Background: an optimization exercise with open tools, aiming at a short achievable clock period and few clock cycles. Do not read the settings as production practice.
In this exercise RTL edits were held to simulation tests only and were not proved equivalent to the original.
Power is estimated from default activity; no workload was simulated.

`design/flow/config.mk`:
```
export PLATFORM = sky130hd
export DESIGN_NAME = cpuCore
export DESIGN_NICKNAME = cpuCore
export VERILOG_FILES = /design/flow/design.v
export SDC_FILE = /design/flow/constraint.sdc
export NUM_CORES = 8
export LEC_CHECK = 0
export CAP_MARGIN = 40
export CELL_PAD_IN_SITES_DETAIL_PLACEMENT = 1
export CELL_PAD_IN_SITES_GLOBAL_PLACEMENT = 2
export CORE_MARGIN = 2
export CORE_UTILIZATION = 35
export PLACE_DENSITY = 0.45
export SETUP_SLACK_MARGIN = 5
export SLEW_MARGIN = 50
export TNS_END_PERCENT = 5
```
`design/flow/constraint.sdc`:
```
create_clock -name core_clock -period 10.0 [get_ports {clk}]
set_input_delay 2.0000 -clock core_clock [delete_from_list [all_inputs] [get_ports {clk}]]
set_output_delay 2.0000 -clock core_clock [all_outputs]
set_load 0.01 [all_outputs]
```
`design/flow/design.v`:
```
`default_nettype none
package rvIsaPkg;
    typedef enum logic [6:0] {
        opcOp     = 7'b0110011,
        opcOpImm  = 7'b0010011,
        opcLoad   = 7'b0000011,
        opcStore  = 7'b0100011,
        opcBranch = 7'b1100011
    } opcode_t;
    localparam logic [2:0] funct3Add = 3'b000;  
    localparam logic [2:0] funct3Xor = 3'b100;
    localparam logic [2:0] funct3Or  = 3'b110;
    localparam logic [2:0] funct3And = 3'b111;
    localparam logic [2:0] funct3Beq = 3'b000;
    localparam logic [2:0] funct3Bne = 3'b001;
    localparam logic [2:0] funct3Ld  = 3'b011;  
    localparam logic [6:0] funct7Sub = 7'b0100000;
    localparam int opcodeLsb = 0;
    localparam int rdLsb     = 7;
    localparam int funct3Lsb = 12;
    localparam int rs1Lsb    = 15;
    localparam int rs2Lsb    = 20;
    localparam int funct7Lsb = 25;
endpackage
`default_nettype wire
`default_nettype none
package corePkg;
    localparam int xlen     = 64;
    localparam int regAddrW = 5;
    localparam int instW    = 32;
    localparam logic [xlen-1:0] resetPc = 64'h0000_0000_8000_0000;
    localparam int icIdxW  = 6;                  
    localparam int icTagLo = 3 + icIdxW;         
    localparam int icTagHi = 15;                 
    localparam int icPfWin = 40;                 
    localparam int btbIdxW = 5;
    localparam int btbTagW = 6;
    localparam int dcWays  = 8;
    localparam int dcWayW  = 3;
    localparam int mqDepth = 4;
    localparam int mqPtrW  = 2;
    localparam logic [1:0] fwdReg = 2'd0;
    localparam logic [1:0] fwdMem = 2'd1;    
    localparam logic [1:0] fwdWb  = 2'd2;    
endpackage
`default_nettype wire
`timescale 1ns/1ps
`default_nettype none
module instDecoder (
    input  logic [corePkg::instW-1:0]    inst,
    output logic [corePkg::regAddrW-1:0] rs1,
    output logic [corePkg::regAddrW-1:0] rs2,
    output logic [corePkg::regAddrW-1:0] rd,
    output logic [corePkg::xlen-1:0]     immI,
    output logic [corePkg::xlen-1:0]     immS,
    output logic [corePkg::xlen-1:0]     immB,
    output logic                         isAlu,     
    output logic                         useImm,    
    output logic [1:0]                   aluFn,     
    output logic                         aluSub,
    output logic                         isLoad,
    output logic                         isStore,
    output logic                         isBranch,
    output logic                         branchNe,
    output logic                         reads1,
    output logic                         reads2,
    output logic                         writes
);
    logic [6:0] opcode;
    logic [2:0] funct3;
    logic [6:0] funct7;
    logic       isOp;
    logic       isAddi;
    assign opcode = inst[6:0];
    assign funct3 = inst[14:12];
    assign funct7 = inst[31:25];
    assign rs1    = inst[19:15];
    assign rs2    = inst[24:20];
    assign rd     = inst[11:7];
    assign immI = {{52{inst[31]}}, inst[31:20]};
    assign immS = {{52{inst[31]}}, inst[31:25], inst[11:7]};
    assign immB = {{52{inst[31]}}, inst[7], inst[30:25], inst[11:8], 1'b0};
    assign isOp     = opcode == rvIsaPkg::opcOp &&
                      (funct3 == 3'b000 || funct3 == 3'b100 || funct3 == 3'b110 || funct3 == 3'b111);
    assign isAddi   = opcode == rvIsaPkg::opcOpImm && funct3 == 3'b000;
    assign isLoad   = opcode == rvIsaPkg::opcLoad && funct3 == 3'b011 && rd != '0;
    assign isStore  = opcode == rvIsaPkg::opcStore && funct3 == 3'b011;
    assign isBranch = opcode == rvIsaPkg::opcBranch && funct3[2:1] == 2'b00;
    assign branchNe = funct3[0];
    assign isAlu  = (isOp || isAddi) && rd != '0;
    assign useImm = isAddi;
    assign aluSub = funct7 == 7'b0100000 && funct3 == 3'b000 && !isAddi;
    assign aluFn  = isAddi ? 2'd0 :
                    funct3 == 3'b100 ? 2'd1 :
                    funct3 == 3'b110 ? 2'd2 :
                    funct3 == 3'b111 ? 2'd3 : 2'd0;
    assign reads1 = (isAlu || isLoad || isStore || isBranch) && rs1 != '0;
    assign reads2 = ((isOp && rd != '0) || isStore || isBranch) && rs2 != '0;
    assign writes = isAlu || isLoad;
endmodule
`default_nettype wire
`timescale 1ns/1ps
`default_nettype none
module regFile (
    input  logic                         clk,
    input  logic                         rstn,
    input  logic [corePkg::regAddrW-1:0] rdAddr1,
    input  logic [corePkg::regAddrW-1:0] rdAddr2,
    input  logic                         wrEnA,
    input  logic [corePkg::regAddrW-1:0] wrAddrA,
    input  logic [corePkg::xlen-1:0]     wrDataA,
    input  logic                         wrEnB,
    input  logic [corePkg::regAddrW-1:0] wrAddrB,
    input  logic [corePkg::xlen-1:0]     wrDataB,
    output logic [corePkg::xlen-1:0]     rdData1,
    output logic [corePkg::xlen-1:0]     rdData2
);
    logic [corePkg::xlen-1:0] regs [1:31];
    logic [31:1]              written;
    always_ff @(posedge clk or negedge rstn) begin
        if (!rstn) begin
            written <= '0;
        end else begin
            for (int i = 1; i < 32; i++) begin
                if ((wrEnA && wrAddrA == 5'(i)) || (wrEnB && wrAddrB == 5'(i))) begin
                    written[i] <= 1'b1;
                end
            end
        end
    end
    always_ff @(posedge clk) begin
        for (int i = 1; i < 32; i++) begin
            if (wrEnB && wrAddrB == 5'(i)) begin
                regs[i] <= wrDataB;
            end else if (wrEnA && wrAddrA == 5'(i)) begin
                regs[i] <= wrDataA;
            end
        end
    end
    function automatic logic [corePkg::xlen-1:0] readPort(input logic [corePkg::regAddrW-1:0] a);
        logic [corePkg::xlen-1:0] v;
        v = '0;
        for (int i = 1; i < 32; i++) begin
            if (a == 5'(i) && written[i]) v = regs[i];
        end
        if (a != '0 && wrEnA && wrAddrA == a) v = wrDataA;
        if (a != '0 && wrEnB && wrAddrB == a) v = wrDataB;
        readPort = v;
    endfunction
    assign rdData1 = readPort(rdAddr1);
    assign rdData2 = readPort(rdAddr2);
endmodule
`default_nettype wire
`timescale 1ns/1ps
`default_nettype none
module hazardUnit (
    input  logic       dValid,
    input  logic [4:0] dRs1,
    input  logic [4:0] dRs2,
    input  logic [4:0] dRd,
    input  logic       dReads1,
    input  logic       dReads2,
    input  logic       dWrites,
    input  logic       eValid,
    input  logic       eWrites,    
    input  logic       eIsLoad,
    input  logic [4:0] eRd,
    input  logic       mValid,
    input  logic       mWritesAny,  
    input  logic [4:0] mRd,
    output logic [1:0] sel1,
    output logic [1:0] sel2,
    output logic       loadUseStall
);
    function automatic logic [1:0] pick(input logic [4:0] rs);
        if (eValid && eWrites && eRd == rs) pick = corePkg::fwdMem;
        else if (mValid && mWritesAny && mRd == rs) pick = corePkg::fwdWb;
        else pick = corePkg::fwdReg;
    endfunction
    assign sel1 = dReads1 ? pick(dRs1) : corePkg::fwdReg;
    assign sel2 = dReads2 ? pick(dRs2) : corePkg::fwdReg;
    assign loadUseStall = dValid && eValid && eIsLoad &&
                          ((dReads1 && dRs1 == eRd) || (dReads2 && dRs2 == eRd) ||
                           (dWrites && dRd == eRd));
endmodule
`default_nettype wire
`timescale 1ns/1ps
`default_nettype none
module execUnit (
    input  logic [corePkg::xlen-1:0] opA,
    input  logic [corePkg::xlen-1:0] opB,
    input  logic [1:0]               aluFn,
    input  logic                     aluSub,
    output logic [corePkg::xlen-1:0] result,
    output logic                     equal
);
    logic [corePkg::xlen-1:0] sum;
    assign sum = aluSub ? opA - opB : opA + opB;
    always_comb begin
        case (aluFn)
            2'd1:    result = opA ^ opB;
            2'd2:    result = opA | opB;
            2'd3:    result = opA & opB;
            default: result = sum;
        endcase
    end
    assign equal = opA == opB;
endmodule
`default_nettype wire
`timescale 1ns/1ps
`default_nettype none
module memArbiter (
    input  logic                       clk,
    input  logic                       rstn,
    input  logic                       memReady,
    input  logic [corePkg::xlen-1:0]   memRdData,
    output logic                       memRdEn,
    output logic                       memWrEn,
    output logic [corePkg::xlen-1:0]   memAddr,
    output logic [corePkg::xlen-1:0]   memWrData,
    output logic                       memSize,
    input  logic                       enq,
    input  logic                       enqStore,
    input  logic [corePkg::xlen-1:0]   enqAddr,
    input  logic [corePkg::xlen-1:0]   enqData,
    input  logic [4:0]                 enqRd,
    input  logic                       enqFill,
    input  logic [corePkg::dcWayW-1:0] enqWay,
    output logic                       mqFull,
    input  logic                       fetchWant,
    input  logic                       fetchDemand,
    input  logic [63:3]                fetchLine,
    output logic                       fetchIssued,
    output logic                       fetchBusy,     
    output logic [63:3]                fetchBusyLine,
    output logic                       icFill,        
    output logic                       retValid,
    output logic [4:0]                 retRd,
    output logic [corePkg::xlen-1:0]   retData,
    output logic                       retFill,
    output logic [corePkg::dcWayW-1:0] retWay
);
    localparam int D = corePkg::mqDepth;
    localparam int W = corePkg::mqPtrW;
    logic                       qStore [0:D-1];
    logic [corePkg::xlen-1:0]   qAddr  [0:D-1];
    logic [corePkg::xlen-1:0]   qData  [0:D-1];
    logic [4:0]                 qRd    [0:D-1];
    logic                       qFill  [0:D-1];
    logic [corePkg::dcWayW-1:0] qWay   [0:D-1];
    logic [W-1:0]               head, tail;
    logic [W:0]                 count;
    logic                       reqFetch, reqLoad;
    logic [4:0]                 reqRd;
    logic                       reqFill;
    logic [corePkg::dcWayW-1:0] reqWay;
    logic busy, canIssue, headValid, pickFetch, pickQueue, pop;
    assign busy      = memRdEn || memWrEn;
    assign canIssue  = !busy || memReady;
    assign headValid = count != '0;
    assign mqFull    = count == (W+1)'(D);
    assign pickFetch = fetchWant && (!headValid || (fetchDemand && qStore[head] && !mqFull));
    assign pickQueue = headValid && !pickFetch;
    assign pop         = canIssue && pickQueue;
    assign fetchIssued = canIssue && pickFetch;
    assign fetchBusy     = busy && reqFetch;
    assign fetchBusyLine = memAddr[63:3];
    assign icFill        = memReady && reqFetch;
    always_ff @(posedge clk or negedge rstn) begin
        if (!rstn) begin
            memRdEn  <= 1'b0;
            memWrEn  <= 1'b0;
            reqFetch <= 1'b0;
            reqLoad  <= 1'b0;
            head     <= '0;
            tail     <= '0;
            count    <= '0;
            retValid <= 1'b0;
        end else begin
            retValid <= memReady && reqLoad;
            if (canIssue) begin
                memRdEn  <= pickFetch || (pickQueue && !qStore[head]);
                memWrEn  <= pickQueue && qStore[head];
                reqFetch <= pickFetch;
                reqLoad  <= pickQueue && !qStore[head];
            end
            if (pop) head <= head + 1'b1;
            if (enq) tail <= tail + 1'b1;
            count <= count + (enq ? 1'b1 : 1'b0) - (pop ? 1'b1 : 1'b0);
        end
    end
    always_ff @(posedge clk) begin
        if (canIssue) begin
            if (pickFetch) begin
                memAddr <= {fetchLine, 3'b000};
            end else begin
                memAddr <= qAddr[head];
            end
            memWrData <= qData[head];
            reqRd     <= qRd[head];
            reqFill   <= qFill[head];
            reqWay    <= qWay[head];
        end
        if (enq) begin
            qStore[tail] <= enqStore;
            qAddr[tail]  <= enqAddr;
            qData[tail]  <= enqData;
            qRd[tail]    <= enqRd;
            qFill[tail]  <= enqFill;
            qWay[tail]   <= enqWay;
        end
        if (memReady) begin
            retData <= memRdData;
        end
        retRd   <= reqRd;
        retFill <= reqFill;
        retWay  <= reqWay;
    end
    assign memSize = 1'b1;
endmodule
`default_nettype wire
`timescale 1ns/1ps
`default_nettype none
module cpuCore (
    input  logic                     clk,
    input  logic                     rstn,
    input  logic                     memReady,
    input  logic [corePkg::xlen-1:0] memRdData,
    output logic                     memRdEn,
    output logic                     memWrEn,
    output logic [corePkg::xlen-1:0] memAddr,
    output logic [corePkg::xlen-1:0] memWrData,
    output logic                     memSize  
);
    localparam int IW  = corePkg::icIdxW;
    localparam int ICE = 1 << IW;
    localparam int TLO = corePkg::icTagLo;
    localparam int THI = corePkg::icTagHi;
    localparam int NW  = corePkg::dcWays;
    localparam int WW  = corePkg::dcWayW;
    logic [63:2]    pc;
    logic [63:0]    icData [0:ICE-1];
    logic [THI:TLO] icTag  [0:ICE-1];
    logic [ICE-1:0] icValid;
    logic [63:THI+1] icRegion;
    logic [IW-1:0]  fIdx;
    logic           fHit;
    logic [63:0]    fLine;
    logic [31:0]    fInst;
    localparam int BI  = corePkg::btbIdxW;
    localparam int BE  = 1 << BI;
    localparam int BT  = corePkg::btbTagW;
    logic [BE-1:0]  btbV;
    logic [BT-1:0]  btbTag [0:BE-1];
    logic [13:2]    btbTgt [0:BE-1];
    logic [1:0]     btbCtr [0:BE-1];
    logic [BI-1:0]  fBi;
    logic           fBtbHit, fBtbT;
    logic [63:2]    fNext;
    assign fBi     = pc[BI+1:2];
    assign fBtbHit = btbV[fBi] && btbTag[fBi] == pc[BI+BT+1:BI+2];
    assign fBtbT   = fBtbHit && btbCtr[fBi][1];
    assign fNext   = fBtbT ? {pc[63:14], btbTgt[fBi]} : pc + 62'd1;
    assign fIdx  = pc[IW+2:3];
    assign fHit  = icValid[fIdx] && icTag[fIdx] == pc[THI:TLO] && icRegion == pc[63:THI+1];
    assign fLine = icData[fIdx];
    assign fInst = pc[2] ? fLine[63:32] : fLine[31:0];
    logic        dValid;
    logic [31:0] dInst;
    logic [63:2] dPc;
    logic [4:0]  dRs1, dRs2, dRd;
    logic [63:0] dImmI, dImmS, dImmB;
    logic        dIsAlu, dUseImm, dAluSub, dIsLoad, dIsStore, dIsBranch, dBne;
    logic [1:0]  dAluFn;
    logic        dReads1, dReads2, dWrites;
    logic [63:0] dRf1, dRf2;
    logic [1:0]  dSel1, dSel2;
    logic        loadUseStall;
    logic        dPredT;
    logic [63:2] dTarget, dAlt;
    logic        dBtbHit, dBtbT;
    logic [13:2] dBtbTgt;
    logic [1:0]  dBtbCtr;
    logic        dFollowOk, dRedirect, dCarry14;
    logic [13:2] dTgtLow;
    logic [63:2] dRedirTarget;
    instDecoder u_instDecoder (
        .inst(dInst), .rs1(dRs1), .rs2(dRs2), .rd(dRd),
        .immI(dImmI), .immS(dImmS), .immB(dImmB),
        .isAlu(dIsAlu), .useImm(dUseImm), .aluFn(dAluFn), .aluSub(dAluSub),
        .isLoad(dIsLoad), .isStore(dIsStore), .isBranch(dIsBranch), .branchNe(dBne),
        .reads1(dReads1), .reads2(dReads2), .writes(dWrites)
    );
    assign dTarget = dPc + dImmB[63:2];
    assign dPredT  = dIsBranch && (dBtbHit ? dBtbCtr[1] : dImmB[63]);
    assign dAlt    = dPredT ? dPc + 62'd1 : dTarget;
    assign {dCarry14, dTgtLow} = {1'b0, dPc[13:2]} + {1'b0, dImmB[13:2]};
    assign dFollowOk    = dBtbT && dTgtLow == dBtbTgt && dCarry14 == dImmB[63];
    assign dRedirect    = dValid && ((dPredT && !dFollowOk) || (!dIsBranch && dBtbT));
    assign dRedirTarget = dPredT ? dTarget : dPc + 62'd1;
    logic        eValid, eIsAlu, eIsLoad, eIsStore, eIsBranch, eBne, ePredT, eAluSub;
    logic [1:0]  eAluFn;
    logic [4:0]  eRs1, eRs2, eRd;
    logic        eReads1, eReadsB, eReadsSd;
    logic [63:0] eA, eB, eSd;
    logic [1:0]  eSelA, eSelB, eSelSd;
    logic [63:2] eAlt;
    logic        eBtbHit;
    logic [1:0]  eBtbCtr;
    logic [BI+BT+1:2] ePcLow;
    logic [13:2] eTgtLow;
    logic        mValid, mIsLoad, mIsStore, mWrites;
    logic [4:0]  mRd;
    logic [63:0] mRes, mSd;
    logic        wWrites;
    logic [4:0]  wRd;
    logic [63:0] wRes;
    logic        retValid, retFill;
    logic [4:0]  retRd;
    logic [63:0] retData;
    logic [WW-1:0] retWay;
    logic [31:0] pending;  
    hazardUnit u_hazardUnit (
        .dValid(dValid), .dRs1(dRs1), .dRs2(dRs2), .dRd(dRd),
        .dReads1(dReads1), .dReads2(dReads2), .dWrites(dWrites),
        .eValid(eValid), .eWrites(eIsAlu), .eIsLoad(eIsLoad), .eRd(eRd),
        .mValid(mValid), .mWritesAny(mWrites || mIsLoad), .mRd(mRd),
        .sel1(dSel1), .sel2(dSel2), .loadUseStall(loadUseStall)
    );
    regFile u_regFile (
        .clk(clk), .rstn(rstn), .rdAddr1(dRs1), .rdAddr2(dRs2),
        .wrEnA(wWrites), .wrAddrA(wRd), .wrDataA(wRes),
        .wrEnB(retValid), .wrAddrB(retRd), .wrDataB(retData),
        .rdData1(dRf1), .rdData2(dRf2)
    );
    logic        retHit1, retHit2, retHitD;
    logic [63:0] opA, opB, opSd, aluResult;
    logic        equal, taken;
    logic        eStall, mStall, eAdv, dAdv, dLoad, eRedirect;
    assign retHit1 = retValid && retRd == eRs1;
    assign retHit2 = retValid && retRd == eRs2;
    assign retHitD = retValid && retRd == eRd;
    function automatic logic [63:0] operand(input logic use_ret, input logic [1:0] sel,
                                            input logic [63:0] regVal);
        if (use_ret) operand = retData;
        else if (sel == corePkg::fwdMem) operand = mRes;
        else if (sel == corePkg::fwdWb) operand = wRes;
        else operand = regVal;
    endfunction
    assign opA  = operand(eReads1 && retHit1, eSelA, eA);
    assign opB  = operand(eReadsB && retHit2, eSelB, eB);
    assign opSd = operand(eReadsSd && retHit2, eSelSd, eSd);
    execUnit u_execUnit (
        .opA(opA), .opB(opB), .aluFn(eAluFn), .aluSub(eAluSub),
        .result(aluResult), .equal(equal)
    );
    assign taken  = eBne ? !equal : equal;
    assign eStall = eValid && (
                    (eReads1 && pending[eRs1] && !retHit1) ||
                    ((eReadsB || eReadsSd) && pending[eRs2] && !retHit2) ||
                    ((eIsAlu || eIsLoad) && pending[eRd] && !retHitD));
    logic mqFull;
    assign mStall    = mValid && (mIsLoad || mIsStore) && mqFull;
    assign eAdv      = !mStall && !eStall;
    assign eRedirect = eValid && eIsBranch && eAdv && (taken != ePredT);
    assign dAdv      = eAdv && !loadUseStall;
    assign dLoad     = !dValid || dAdv;
    logic [BI-1:0] eBi;
    logic          eResolve;
    assign eBi      = ePcLow[BI+1:2];
    assign eResolve = eValid && eIsBranch && eAdv;
    always_ff @(posedge clk or negedge rstn) begin
        if (!rstn) begin
            btbV <= '0;
        end else if (eResolve && (eBtbHit || taken)) begin
            btbV[eBi] <= 1'b1;
        end
    end
    always_ff @(posedge clk) begin
        if (eResolve) begin
            if (eBtbHit) begin
                if (taken && eBtbCtr != 2'b11) btbCtr[eBi] <= eBtbCtr + 1'b1;
                if (!taken && eBtbCtr != 2'b00) btbCtr[eBi] <= eBtbCtr - 1'b1;
            end else if (taken) begin
                btbCtr[eBi] <= 2'b10;
                btbTag[eBi] <= ePcLow[BI+BT+1:BI+2];
                btbTgt[eBi] <= eTgtLow;
            end
        end
    end
    logic [63:3]   dcTag  [0:NW-1];
    logic [63:0]   dcData [0:NW-1];
    logic [NW-1:0] dcV, dcP;      
    logic [WW-1:0] dcPtr;
    logic [NW-1:0] dcHitVec;
    logic          dcHitValid, dcHitPend, dcHitAny;
    logic [63:0]   dcRdData;
    logic          mGo, enq;
    always_comb begin
        dcRdData = '0;
        for (int i = 0; i < NW; i++) begin
            dcHitVec[i] = (dcV[i] || dcP[i]) && dcTag[i] == mRes[63:3];
            if (dcHitVec[i] && dcV[i]) dcRdData = dcRdData | dcData[i];
        end
    end
    assign dcHitValid = |(dcHitVec & dcV);
    assign dcHitPend  = |(dcHitVec & dcP);
    assign dcHitAny   = |dcHitVec;
    assign mGo = mValid && !mStall;
    assign enq = mGo && (mIsStore || (mIsLoad && !dcHitValid));
    logic [NW-1:0] dcAlias, dcVn, dcPn;
    always_comb begin
        for (int i = 0; i < NW; i++) begin
            dcAlias[i] = (dcV[i] || dcP[i]) && !dcHitVec[i] && dcTag[i][8:3] == mRes[8:3];
        end
        dcVn = dcV;
        dcPn = dcP;
        if (retValid && retFill && dcP[retWay]) begin
            dcVn[retWay] = 1'b1;
            dcPn[retWay] = 1'b0;
        end
        if (mGo && mIsStore) begin
            dcVn = dcVn & ~dcAlias;
            dcPn = dcPn & ~dcAlias;
            if (dcHitAny) begin
                dcVn = dcVn | dcHitVec;
                dcPn = dcPn & ~dcHitVec;
            end else begin
                dcVn[dcPtr] = 1'b1;
                dcPn[dcPtr] = 1'b0;
            end
        end else if (mGo && mIsLoad && !dcHitValid && !dcHitPend) begin
            dcVn[dcPtr] = 1'b0;
            dcPn[dcPtr] = 1'b1;
        end
    end
    always_ff @(posedge clk or negedge rstn) begin
        if (!rstn) begin
            dcV   <= '0;
            dcP   <= '0;
            dcPtr <= '0;
        end else begin
            dcV <= dcVn;
            dcP <= dcPn;
            if (mGo && ((mIsStore && !dcHitAny) || (mIsLoad && !dcHitValid && !dcHitPend))) begin
                dcPtr <= dcPtr + 1'b1;
            end
        end
    end
    always_ff @(posedge clk) begin
        if (retValid && retFill && dcP[retWay]) begin
            dcData[retWay] <= retData;
        end
        for (int i = 0; i < NW; i++) begin
            if (mGo && mIsStore && (dcHitAny ? dcHitVec[i] : dcPtr == WW'(i))) begin
                dcData[i] <= mSd;
            end
            if (mGo && ((mIsStore && !dcHitAny) || (mIsLoad && !dcHitValid && !dcHitPend)) &&
                dcPtr == WW'(i)) begin
                dcTag[i] <= mRes[63:3];
            end
        end
    end
    logic        fetchWant, fetchDemand, fetchIssued, fetchBusy, icFill;
    logic [63:3] fetchBusyLine;
    logic [63:3] pfLine;
    memArbiter u_memArbiter (
        .clk(clk), .rstn(rstn), .memReady(memReady), .memRdData(memRdData),
        .memRdEn(memRdEn), .memWrEn(memWrEn), .memAddr(memAddr),
        .memWrData(memWrData), .memSize(memSize),
        .enq(enq), .enqStore(mIsStore), .enqAddr(mRes), .enqData(mSd), .enqRd(mRd),
        .enqFill(!dcHitPend), .enqWay(dcPtr), .mqFull(mqFull),
        .fetchWant(fetchWant), .fetchDemand(fetchDemand), .fetchLine(pfLine),
        .fetchIssued(fetchIssued), .fetchBusy(fetchBusy), .fetchBusyLine(fetchBusyLine),
        .icFill(icFill),
        .retValid(retValid), .retRd(retRd), .retData(retData), .retFill(retFill), .retWay(retWay)
    );
    logic [IW-1:0] pfIdx;
    logic          pfPresent, pfInflight, pfInWin, pcInflight;
    logic [7:0]    pfDist;
    assign pfIdx      = pfLine[IW+2:3];
    assign pfPresent  = icValid[pfIdx] && icTag[pfIdx] == pfLine[THI:TLO] &&
                        icRegion == pfLine[63:THI+1];
    assign pfInflight = fetchBusy && fetchBusyLine == pfLine;
    assign pcInflight = fetchBusy && fetchBusyLine == pc[63:3];
    assign pfDist     = pfLine[10:3] - pc[10:3];
    assign pfInWin    = pfDist < 8'(corePkg::icPfWin);
    assign fetchWant  = pfInWin && !pfPresent && !pfInflight;
    assign fetchDemand = pfLine == pc[63:3];
    logic [7:0] pfDistE, pfDistD;
    logic       pfKeepE, pfKeepD;
    assign pfDistE = pfLine[10:3] - eAlt[10:3];
    assign pfDistD = pfLine[10:3] - dRedirTarget[10:3];
    assign pfKeepE = !pfDistE[7];
    assign pfKeepD = !pfDistD[7];
    always_ff @(posedge clk or negedge rstn) begin
        if (!rstn) begin
            pfLine <= corePkg::resetPc[63:3];
        end else if (eRedirect) begin
            if (!pfKeepE) pfLine <= eAlt[63:3];
        end else if (dLoad && dRedirect) begin
            if (!pfKeepD) pfLine <= dRedirTarget[63:3];
        end else if (fetchIssued || (pfInWin && (pfPresent || pfInflight))) begin
            pfLine <= pfLine + 1'b1;
        end else if (!fHit && !pcInflight && pfLine != pc[63:3]) begin
            pfLine <= pc[63:3];
        end
    end
    logic [IW-1:0] fillIdx;
    assign fillIdx = fetchBusyLine[IW+2:3];
    always_ff @(posedge clk or negedge rstn) begin
        if (!rstn) begin
            icValid  <= '0;
            icRegion <= corePkg::resetPc[63:THI+1];
        end else if (icFill) begin
            if (icRegion != fetchBusyLine[63:THI+1]) begin
                icRegion <= fetchBusyLine[63:THI+1];
                icValid  <= '0;
            end
            icValid[fillIdx] <= 1'b1;
        end
    end
    always_ff @(posedge clk) begin
        if (icFill) begin
            icData[fillIdx] <= memRdData;
            icTag[fillIdx]  <= fetchBusyLine[THI:TLO];
        end
    end
    always_ff @(posedge clk or negedge rstn) begin
        if (!rstn) begin
            pc      <= corePkg::resetPc[63:2];
            dValid  <= 1'b0;
            eValid  <= 1'b0;
            mValid  <= 1'b0;
            wWrites <= 1'b0;
            pending <= '0;
        end else begin
            if (eRedirect) begin
                pc     <= eAlt;
                dValid <= 1'b0;
            end else if (dLoad) begin
                if (dRedirect) begin
                    pc     <= dRedirTarget;
                    dValid <= 1'b0;
                end else if (fHit) begin
                    pc     <= fNext;
                    dValid <= 1'b1;
                end else begin
                    dValid <= 1'b0;
                end
            end
            if (eAdv) begin
                eValid <= dValid && dAdv && !eRedirect;
            end
            if (!mStall) begin
                mValid <= eValid && !eStall;
            end
            wWrites <= mGo && (mWrites || (mIsLoad && dcHitValid));
            if (retValid) pending[retRd] <= 1'b0;
            if (mGo && mIsLoad && !dcHitValid) pending[mRd] <= 1'b1;
        end
    end
    always_ff @(posedge clk) begin
        if (!eRedirect && dLoad && !dRedirect && fHit) begin
            dInst   <= fInst;
            dPc     <= pc;
            dBtbHit <= fBtbHit;
            dBtbT   <= fBtbT;
            dBtbTgt <= btbTgt[fBi];
            dBtbCtr <= btbCtr[fBi];
        end
        if (eAdv) begin
            eIsAlu    <= dIsAlu;
            eIsLoad   <= dIsLoad;
            eIsStore  <= dIsStore;
            eIsBranch <= dIsBranch;
            eBne      <= dBne;
            ePredT    <= dPredT;
            eAluFn    <= dAluFn;
            eAluSub   <= dAluSub;
            eRs1      <= dRs1;
            eRs2      <= dRs2;
            eRd       <= dRd;
            eReads1   <= dReads1;
            eReadsB   <= dReads2 && !dIsStore;
            eReadsSd  <= dReads2 && dIsStore;
            eA        <= dRf1;
            eB        <= dIsStore ? dImmS : (dUseImm || dIsLoad) ? dImmI : dRf2;
            eSd       <= dRf2;
            eSelA     <= dSel1;
            eSelB     <= dIsStore ? corePkg::fwdReg : dSel2;
            eSelSd    <= dIsStore ? dSel2 : corePkg::fwdReg;
            eAlt      <= dAlt;
            eBtbHit   <= dBtbHit;
            eBtbCtr   <= dBtbCtr;
            ePcLow    <= dPc[BI+BT+1:2];
            eTgtLow   <= dTarget[13:2];
        end else begin
            eA     <= opA;
            eB     <= opB;
            eSd    <= opSd;
            eSelA  <= corePkg::fwdReg;
            eSelB  <= corePkg::fwdReg;
            eSelSd <= corePkg::fwdReg;
        end
        if (!mStall) begin
            mIsLoad  <= eIsLoad;
            mIsStore <= eIsStore;
            mWrites  <= eIsAlu;
            mRd      <= eRd;
            mRes     <= aluResult;
            mSd      <= opSd;
        end
        wRd  <= mRd;
        wRes <= mIsLoad ? dcRdData : mRes;
    end
endmodule
`default_nettype wire
```
`design/flow/flow/run.sh`:
```
#!/bin/bash
# The standard layout with a global routing setup of our own
# (flow/fastroute.tcl), stronger port buffers, and more rounds of antenna
# repair after detailed routing. The make log goes to flow_make.log; each ORFS
# step also keeps its own log under orfs/logs.
set -euo pipefail
bash standard.sh FASTROUTE_TCL="$(pwd)/flow/fastroute.tcl" \
    BUFFER_PORTS_ARGS="-buffer_cell sky130_fd_sc_hd__buf_8" \
    MAX_REPAIR_ANTENNAS_ITER_DRT=8 finish > flow_make.log 2>&1
```
`design/flow/flow/fastroute.tcl`:
```
# Global routing capacity: leave more of met1 and met2 free for pin access and
# detailed routing, so that the global routes move up to met3 and met4
set_global_routing_layer_adjustment met1 0.5
set_global_routing_layer_adjustment met2 0.35
set_global_routing_layer_adjustment met3-met5 0.2
set_routing_layers -clock met3-met5
set_routing_layers -signal met1-met5
```
`design/flow/standard.sh`:
```
#!/bin/bash
# synth_recipe.tcl (not shown) runs the flow's synth.tcl, then flattens the netlist and writes it again
# the make line also repeats each setting of config.mk as NAME=value (left out here)
make -C /OpenROAD-flow-scripts/flow DESIGN_CONFIG=/design/flow/config.mk WORK_HOME=/design/flow/orfs CLKGATE_MAP_FILE= SYNTH_SCRIPT=/design/flow/synth_recipe.tcl "${@:-finish}"
```
==> run notes <==
kinds of logic (layout without fill, tap and decap cells):
kind of cell    after synthesis  in the layout  synth area share (%)
other cells                   1            152              0.000826
flops                      9923           9923                  64.6
mux                        5220           5220                  17.5
fa+ha+maj                   313            313                 0.869
compound gates             5290           5294                  7.81
simple gates               4247           4260                  4.45
buf+inv                    2844           4366                  2.43
xor+xnor                   1214           1214                  2.34
routing by layer:
metal	vias up	global-route usage (%)	share of wire (%)
met1	153000	61.1	40
met5	-	0.334	0.089
met2	12700	55.1	41
li1	118000	-	-
met4	173	14.5	5.4
met3	4291	18.5	13
registers in the layout, summed over array words and instances (netlist names), 61 cells and up:
register and count:
dcData 512, icTag 448, pfLine 61, u_memArbiter.memWrData 64
mRes 64, u_memArbiter.retData 64, eA 64, eSd 64
eB 64, dcTag 488, dPc 62, pc 62
u_memArbiter.memAddr 64, btbTgt 384, icValid 64, mSd 64
btbTag 192, u_memArbiter.qAddr 256, icData 4096, btbCtr 64
eAlt 62, u_regFile.regs 1984, u_memArbiter.qData 256, wRes 64
through the flow:
| stage | worst slack (ps) | hold slack (ps) | util, % | area (um2) |
|---|---|---|---|---|
| 6_report | 3980 | 350 | 41.2 | 533000 |
| 5_1_grt | 3800 | 362 | 41.1 | 533000 |
| 4_1_cts | 4000 | 352 | 40.8 | 528000 |
| 3_5_place_dp | 1870 | 331 | 37.6 | 487000 |
| 3_3_place_gp | 1500 | 337 | 37.2 | 482000 |
| 2_1_floorplan | 1890 | 323 | - | 455000 |
where the power goes:
part	leakage [nW]	total (mW)	switching (mW)	internal, mW
Clock	18.7	43.6	18.3	25.3
Combinational	63.2	24.2	15.3	8.97
Sequential	91.3	50.7	1.96	48.7
Total	173	119	35.5	83.1
Yosys cell counts (199+ instances only):
library cell	n
nand2_1	967
dfxtp_1	276
and3_1	214
a21oi_1	1051
mux2_2	2849
nand4_1	199
edfxtp_1	9282
o22ai_1	540
inv_1	289
a221oi_1	363
a22oi_1	786
buf_1	353
clkbuf_1	2048
nand3_1	364
nor2_1	1342
mux2i_1	465
mux4_2	1900
xnor2_1	523
nor3_1	323
nor4_1	236
o21ai_0	965
a211oi_1	352
nor2b_1	270
dfrtp_1	362
ha_1	309
xor2_1	690
placed cells by master, fill, tap and decap left out, drive strengths merged, types with 362 or more instances in the layout:
cell,instances
mux2,2855
edfxtp,9282
a221oi,363
nand2,973
a21oi,1051
xor2,690
buf,1877
dfrtp,362
nor2,1345
o21ai,1003
mux2i,465
xnor2,523
clkinv,459
mux4,1900
a22oi,786
clkbuf,1631
nand3,366
o22ai,540
timing repair:
item / CTS / global route
hold buffers: 0 / 0
gates resized for setup: 237 / 369
gates cloned: 25 / 25
pin swaps: 46 / 83
setup endpoints to repair: 3131 / 3294
setup buffers: 111 / 78
path summary, 6_finish.rpt:
| check | from | endpoint | slack, ps | cells after the start |
|---|---|---|---|---|
| worst min register to register | u_memArbiter.reqWay[0]$_DFFE_PP_ | u_memArbiter.retWay[0]$_DFF_P_ | 350 | 0 |
| worst min-delay path | u_memArbiter.reqWay[0]$_DFFE_PP_ | u_memArbiter.retWay[0]$_DFF_P_ | 350 | 0 |
| max in group asynchronous | rstn | u_regFile.written[12]$_DFFE_PN0P_ | 7380 | 5 |
| worst max-delay path | u_memArbiter.retRd[2]$_DFF_P_ | pfLine[41]$_DFFE_PN0P_ | 3980 | 26 |
| min in group asynchronous | rstn | pc[62]$_DFFE_PN0P_ | 680 | 1 |
| worst max register to register | u_memArbiter.retRd[2]$_DFF_P_ | pfLine[41]$_DFFE_PN0P_ | 3980 | 26 |
area by class of cell:
type / count / area (um2) / share of cell area [%]
clock inverters: 560 / 4400 / 0.826
well taps: 17200 / 21500 / 4.04
diodes: 151 / 378 / 0.0709
clock buffers: 1608 / 33700 / 6.32
multi-input cells: 16300 / 156000 / 29.2
repair buffers: 1903 / 22500 / 4.22
flip-flops and latches: 9923 / 294000 / 55.1
inverters: 295 / 1170 / 0.220
==> flow_metrics.env <==
export IMPL_ys_async_sr_fraction_pct=3.68
export IMPL_ios=198
export IMPL_synth_fp_nets=29400
export IMPL_tightestPinTransition_ps=892
export IMPL_synth_ff_type="edfxtp_1"
export IMPL_dpl_hpwl_um=1350000
export IMPL_ant_nets=0
export IMPL_required_ps=11150
export IMPL_cts_buffers=1262
export IMPL_ir_worst_vdd_uv=242
export IMPL_period_share_pct=60.2
export IMPL_netlist_top_cells_area="edfxtp_1 (61%), mux4_2 (9.4%), mux2_2 (7.1%)"
export IMPL_slew_violations=0
export IMPL_port_buffers=196
export IMPL_die_h_um=1140
export IMPL_clock_skew_ps=178
export IMPL_synth_edf_count=9282
export IMPL_synthToLayoutAreaGrowth_pct=17.3
export IMPL_nNetsFinal=30100
export IMPL_die_w_um=1140
export IMPL_yosysUniqueCellTypes=103
export IMPL_cts_tree="done"
export IMPL_synth_top_area_share_pct=61.4
export IMPL_rsz0062_at_grt="yes"
export IMPL_syn_inst=29100
export IMPL_dp_cells=45400
export IMPL_total_power_mw=119
export IMPL_drt_initial_drc_count=23200
export IMPL_wl_um=2090000
export IMPL_cp_arrival_ps=7160
export IMPL_grt_pass1_wl_um=2810000
export IMPL_relSlewSlack_pct=40.6
export IMPL_syn_area_um2=454000
export IMPL_worstSetupPathType="flop to flop"
export IMPL_ys_seq_elements=9923
export IMPL_cts_sinks=9923
export IMPL_grt_pass1_vias=308000
export IMPL_start_kind="flop"
export IMPL_dieArea_um2=1310000
export IMPL_antenna_found_initial=212
export IMPL_via_per_inst=6.01
export IMPL_crit_buf_inv=10
export IMPL_ys_seq_area_share_pct=64.6
export IMPL_power_per_cell_area_nw_per_um2=223
export IMPL_hold_violations=0
export IMPL_cp_slowest_stage_delay_ps=520
export IMPL_synth_warnings=7
export IMPL_drv_cap=0
export IMPL_hp_class="flop to flop"
export IMPL_firstDrtPassIters=7
export IMPL_setup_viol=0
export IMPL_clkTransAtPathRegs_ps=60
export IMPL_instances_no_fill=48000
export IMPL_clock_path_buffers=6
export IMPL_grt_max_degree=122
export IMPL_fin_crit_ps=6020
export IMPL_synth_avg_cell_area_um2=15.6
export IMPL_clk_latency_ps=1370
export IMPL_drive_gt1_share_pct=30.4
export IMPL_slowest_stage="or4_4"
export IMPL_fill_cells=126000
export IMPL_cts_max_level=7
export IMPL_critPathMaxFanout=10
export IMPL_timing_setup_tns_ps=0
export IMPL_wl_per_cell_um=43.6
export IMPL_path_common_cell="buf_12"
export IMPL_max_freq_ghz=0.166
export IMPL_crit_family="simple AND/OR/NAND/NOR gates"
export IMPL_gp_congestion=0.941
export IMPL_coreArea_um2=1290000
export IMPL_p_leak_nw=173
export IMPL_rows=418
export IMPL_crit_path_end_kind="flop"
export IMPL_synth_top_area_cell="edfxtp_1"
export IMPL_vias=288000
export IMPL_drc_errors=0
export IMPL_status="finished clean"
export IMPL_grt_usage_pct=38.2
export IMPL_root_buffer="clkbuf_16"
export IMPL_overflow=0
export IMPL_start_util_pct=35.1
Testbench counts, summed over its fixed seeds: cycles 36,887.

separate check: timing with driven ports:
In the flow no input, the clock included, has a driving cell. The finished layout below was timed again as built, in two steps.
Step 1 (the two cells are an assumption about what drives the block):
set clk [get_ports {clk}]
set_driving_cell -lib_cell sky130_fd_sc_hd__clkbuf_16 $clk
set_driving_cell -lib_cell sky130_fd_sc_hd__buf_2 [delete_from_list [all_inputs] $clk]
Step 2 times the ports against the registers' clock, not the clock port: input delays grow and output delays shrink by t, the midpoint of the rising clock arrivals with the driver on.
Three values: ideal, step 1, step 2; two values: the first two.
t (ns): 1.456
setup slack, ns: 3.984 / 3.984 / 3.984
hold WS [ns]: 0.350 / 0.350 / 0.350
latest minus earliest clock arrival (ns): 0.182 / 0.183
After both steps setup and hold are still met in this run. The setup slack of this run moves by 0.000 ns with the drivers and by 0.000 ns with both steps.
